Context: an optimization exercise on an open-source flow, tuned for small area, a short achievable clock period and few clock cycles. The choices shown serve that exercise and are no tape-out recipe.
In this exercise RTL edits were held to simulation tests only and were not proved equivalent to the original.

==> flow/design.v, too long to show whole: its modules and the start of the top module <==
// module bcpe_lerp3: 115 lines
// module bcpe_csa48: 1217 lines
// module bezier_curve_point_evaluator_core: 249 lines
module bezier_curve_point_evaluator_core (
  input  logic         clk,
  input  logic         rst_n,
  input  logic         in_tvalid,
  output logic         in_tready,
  input  logic [119:0] in_tdata,    
  input  logic [1:0]   in_tuser,    
  output logic         out_tvalid,
  input  logic         out_tready,
  output logic [95:0]  out_tdata,   
  output logic [1:0]   out_tuser    
);
  // ...
==> flow/run.sh <==
#!/bin/bash
# synth_recipe.tcl (not shown) runs the flow's synth.tcl, then flattens the netlist and writes it again
# the make line also repeats each setting of config.mk as NAME=value (left out here)
make -C /OpenROAD-flow-scripts/flow DESIGN_CONFIG=/design/flow/config.mk WORK_HOME=/design/flow/orfs CLKGATE_MAP_FILE= SYNTH_SCRIPT=/design/flow/synth_recipe.tcl finish
==> flow/config.mk <==
export PLATFORM = sky130hd
export DESIGN_NAME = bezier_curve_point_evaluator_core
export DESIGN_NICKNAME = bezier_curve_point_evaluator_core
export VERILOG_FILES = /design/flow/design.v
export SDC_FILE = /design/flow/constraint.sdc
export NUM_CORES = 4
export LEC_CHECK = 0
export CAP_MARGIN = 20
export CORE_MARGIN = 2
export CORE_UTILIZATION = 40
export SETUP_SLACK_MARGIN = 5
export SLEW_MARGIN = 20
==> flow/constraint.sdc <==
create_clock -name core_clock -period 10.5 [get_ports {clk}]
set_input_delay 2.1000 -clock core_clock [delete_from_list [all_inputs] [get_ports {clk}]]
set_output_delay 2.1000 -clock core_clock [all_outputs]
set_load 0.01 [all_outputs]
==> run summary, run 1 <==
outcome finished clean; Routed Antenna Nets 0; register area share after synthesis 33.3%; period utilization 54.0%; Largest register FFs 1,536; Clock Network Area Fraction 4.45%; layout buffer count excluding clock buffers 951; main combinational cell family by area after synthesis adder cells; tightest hold margin 0.317 ns; Layout Cells excl Fill 45,754; die footprint 0.933 mm2; share of post-route cells with drive strength above 1 9.28%; clk sinks 4,791; core occupancy in the finished layout 44.2%; asr flop ratio synth 0%; number of sequential cells 4,791; initial core utilization 40.1%; Synth top area share 22.2%; number of flops mapped to enable cells by yosys 2,733; Critical path destination g_stg[0].u_stg.d1_r[64]$_DFF_P_; Worst Tran Pin Value 1.28 ns; Initial DRC Count 28,417; HP Start g_stg[3].u_stg.rem1_r[1]$_SDFF_PP0_; multi-input gates 20,872; global routing usage on met1 33.4%; routed length on met1 481,000 um; post-placement cell count 44,163
Testbench counts, summed over its fixed seeds: cycles 20,300.
==> run 2: changes to the inputs <==
--- a/flow/config.mk
+++ b/flow/config.mk
@@ -9,3 +9,4 @@
 export CORE_MARGIN = 2
-export CORE_UTILIZATION = 40
+export CORE_UTILIZATION = 30
+export PLACE_DENSITY = 0.45
 export SETUP_SLACK_MARGIN = 5
==> run summary, run 2 <==
post-placement cell count 48,276 (+9.3%); via count 253,247; largest area contributor in the netlist edfxtp_1; unrepaired setup endpoints after global routing yes; synthesized net count 39,136; drt pass-1 iters 8; Worst Path Required 11.53 ns; Hold Vio Cnt, Final 0; clk root buf clkbuf_16; die height 1110 um; Synth Area per Inst 11.0 um2; period utilization 53.0% (-0.93 points); #FFs+latches synth 4,791; outcome finished clean; most frequent cells after synthesis 5,431 x inv_1, 3,827 x a22oi_1, 3,691 x fa_1; initial core utilization 30.1% (-10 points); crit path DAT 6.60 ns; fin nets 38,076; Detail Placement HPWL 885,000 um; R2R depth 27; worst setup path startpoint g_stg[4].u_stg.ci2_r[1]$_DFF_P_; Layout area overhead 11.9%; number of flops mapped to enable cells by yosys 2,733 (unchanged); most repeated cell in the gate-level netlist after synthesis inv_1; Synth top area share 22.2% (unchanged); WP depth 27; Layout fillers 122,702; total track usage 20.4%; Worst Tran Pin Value 1.21 ns (-0.0762 ns); yosys warns 14; core area 1.23 mm2; clk slew on worst S/H paths 0.06 ns; Buf/Inv on CP 2; final setup TNS 0 ns; Initial DRC Count 22,017 (-23%); Chip Width 1110 um; drt total wl 1,300,000 um; Critical Path Source Type register; synthesized instance count 33,736; leading cell type in the layout, fill and taps excluded inv_1; Crit. End Element register; slowest stage delay, CP 0.40 ns; Worst R2R Setup Slack 4.93 ns; Largest register FFs 1,536 (unchanged); Rel. slew slack 19.5%; CP delay by family, top compound AO/OA/AOI/OAI gates; PortBufs 218; slowest cell on the critical path a2111oi_4; CTS tree built; leading post-synthesis cells by cell area edfxtp_1 22%, fa_1 20%, dfxtp_1 11%, a22oi_1 7.8%, xnor2_1 7.2%; Critical path destination g_stg[0].u_stg.d1_r[64]$_DFF_P_; clk sinks 4,791 (unchanged); CTS Buf Count 575; pin count of the biggest net entering global routing 126; Final Slew Violations 0; highest clock rate 0.180 GHz; asr flop ratio synth 0% (unchanged); Design Area, Final 0.414 mm2; Routed Antenna Nets 0 (unchanged); min cycle time layout 5.57 ns; global-route wire length before repair 1,890,000 um; Setup Skew 0.113 ns; Layout Cells excl Fill 49,793 (+8.8%); Clk Latency, worst-skew pair 1.16 ns; GR Overflow Total 0; synthesized area 0.370 mm2; Hold Crit Class register to register; Yosys cell types 94; max_cap viols 0; Crit Path Category register to register; most frequent cells in the layout 5,423 x inv_1, 3,827 x a22oi_1, 3,673 x fa_1; initial antenna violation count 118; placed cell area 0.389 mm2; final setup fails 0; Synth Flop Type edfxtp_1; share of post-route cells with drive strength above 1 9.74% (+0.45 points); number of global-route vias before repair 267,360; I/O Pins 226; deepest clock path buffer count 5; routability cong. 0.863; critical path peak fanout 4; wire per inst 26.1 um; residual DRC count 0; register area share after synthesis 33.3% (unchanged); num rows 407; RR Endpoint g_stg[0].u_stg.d1_r[64]$_DFF_P_; die footprint 1.24 mm2 (+33%); r2r startpoint g_stg[4].u_stg.ci2_r[1]$_DFF_P_; via-per-instance ratio 5.09; core occupancy in the finished layout 33.7% (-10 points); # H-tree levels 6
run 2: cell counts after synthesis:
Identical to the previous run, type by type.
run 2: stage by stage:
| step | hold slack, ns | worst slack [ns] |
|---|---|---|
| 6_report | 0.308 | 4.93 |
| 2_1_floorplan | 0.310 | 3.72 |
| 4_1_cts | 0.292 | 4.80 |
| 5_1_grt | 0.308 | 4.68 |
| 3_5_place_dp | 0.312 | 3.28 |
| 3_3_place_gp | 0.310 | 3.13 |
run 2: what timing repair did:
action,CTS,global route
buffers inserted,85,97
cloned,0,0
pin swaps,88,214
setup endpoints to repair,139,110
hold buffers,0,0
gates resized for setup,298,369
run 2: worst min-delay path by stage:
stage                                       to  cells past startpoint                       startpoint  slack (ns)
6_report       g_stg[2].u_stg.t2_r[10]$_DFF_P_                      0  g_stg[2].u_stg.t1_r[10]$_DFF_P_        0.31
5_1_grt        g_stg[2].u_stg.t2_r[10]$_DFF_P_                      0  g_stg[2].u_stg.t1_r[10]$_DFF_P_        0.31
4_1_cts        g_stg[2].u_stg.t2_r[10]$_DFF_P_                      0  g_stg[2].u_stg.t1_r[10]$_DFF_P_        0.29
3_5_place_dp   g_stg[4].u_stg.t2_r[12]$_DFF_P_                      0  g_stg[4].u_stg.t1_r[12]$_DFF_P_        0.31
3_3_place_gp    g_stg[2].u_stg.t2_r[4]$_DFF_P_                      0   g_stg[2].u_stg.t1_r[4]$_DFF_P_        0.31
2_1_floorplan  g_stg[0].u_stg.first2_r$_DFF_P_                      0  g_stg[0].u_stg.first1_r$_DFF_P_        0.31
run 2: cell type report:
type / instances / area, um2 / share of cell area (%)
Multi-Input combinational cell: 20872 / 220000 / 53.2
Sequential cell: 4791 / 124000 / 29.9
Tap cell: 16360 / 20500 / 4.94
Antenna cell: 281 / 703 / 0.170
Timing Repair Buffer: 1004 / 9410 / 2.27
Inverter: 5432 / 20400 / 4.92
Clock inverter: 249 / 2670 / 0.645
Clock buffer: 804 / 16400 / 3.97
run 2: cell families after synthesis:
group / count (synthesis) / share of synthesized area (%)
buffers and inverters: 8073 / 8.20
muxes: 904 / 4.55
xor gates and xnor gates: 5070 / 12.0
and+or+nand+nor: 2984 / 3.99
adders and majority gates: 5274 / 25.3
AOI/OAI and AO/OA: 6640 / 12.6
DFF: 4791 / 33.3
run 2: layer usage:
metal / GRT usage, % / vias up / routed length (um)
met5: 0 / - / 120
met4: 7.97 / 18 / 56400
met3: 3.41 / 2028 / 86400
met2: 32.7 / 9333 / 593000
met1: 27.7 / 131294 / 563000
li1: - / 110574 / -
run 2: worst register-to-register path: cells and delay by family, from the launching register on:
kind                     cells  cell delay, ns
multiplexers                 1            0.31
buffers and inverters        2            0.19
XOR/XNOR                     2            0.21
AND/OR/NAND/NOR              6            0.79
AO/OA/AOI/OAI               13            2.67
flip-flops                   1            0.32
adder cells (fa/ha/maj)      3            0.99

[afterwards: timing with drivers on the ports]
In the flow no input, the clock included, has a driving cell. The finished layouts below were timed again as built, in two steps. Step 1 sets driving cells, clkbuf_16 on the clock port and buf_2 on the other inputs (assumed; they add their load-dependent delay and slew). Step 2 adds t to the input delays and takes it off the output delays; t is the mean of the earliest and latest rising clock arrival at the registers after step 1. Input paths then give back, and output paths get back, about the clock's delay inside the block. Three values: no drivers, after step 1, after step 2; two values: the first two.
run	shift t [ns]	setup slack, ns	latest minus earliest clock arrival (ns)	worst data-port slew with drivers (ns)	cell pins on the clock port's net
run 1	1.239	4.835 / 4.835 / 4.835	0.154 / 0.154	0.23	1
run 2	1.269	4.932 / 4.932 / 4.932	0.121 / 0.120	0.20	1
After both steps every run listed still meets setup and hold.
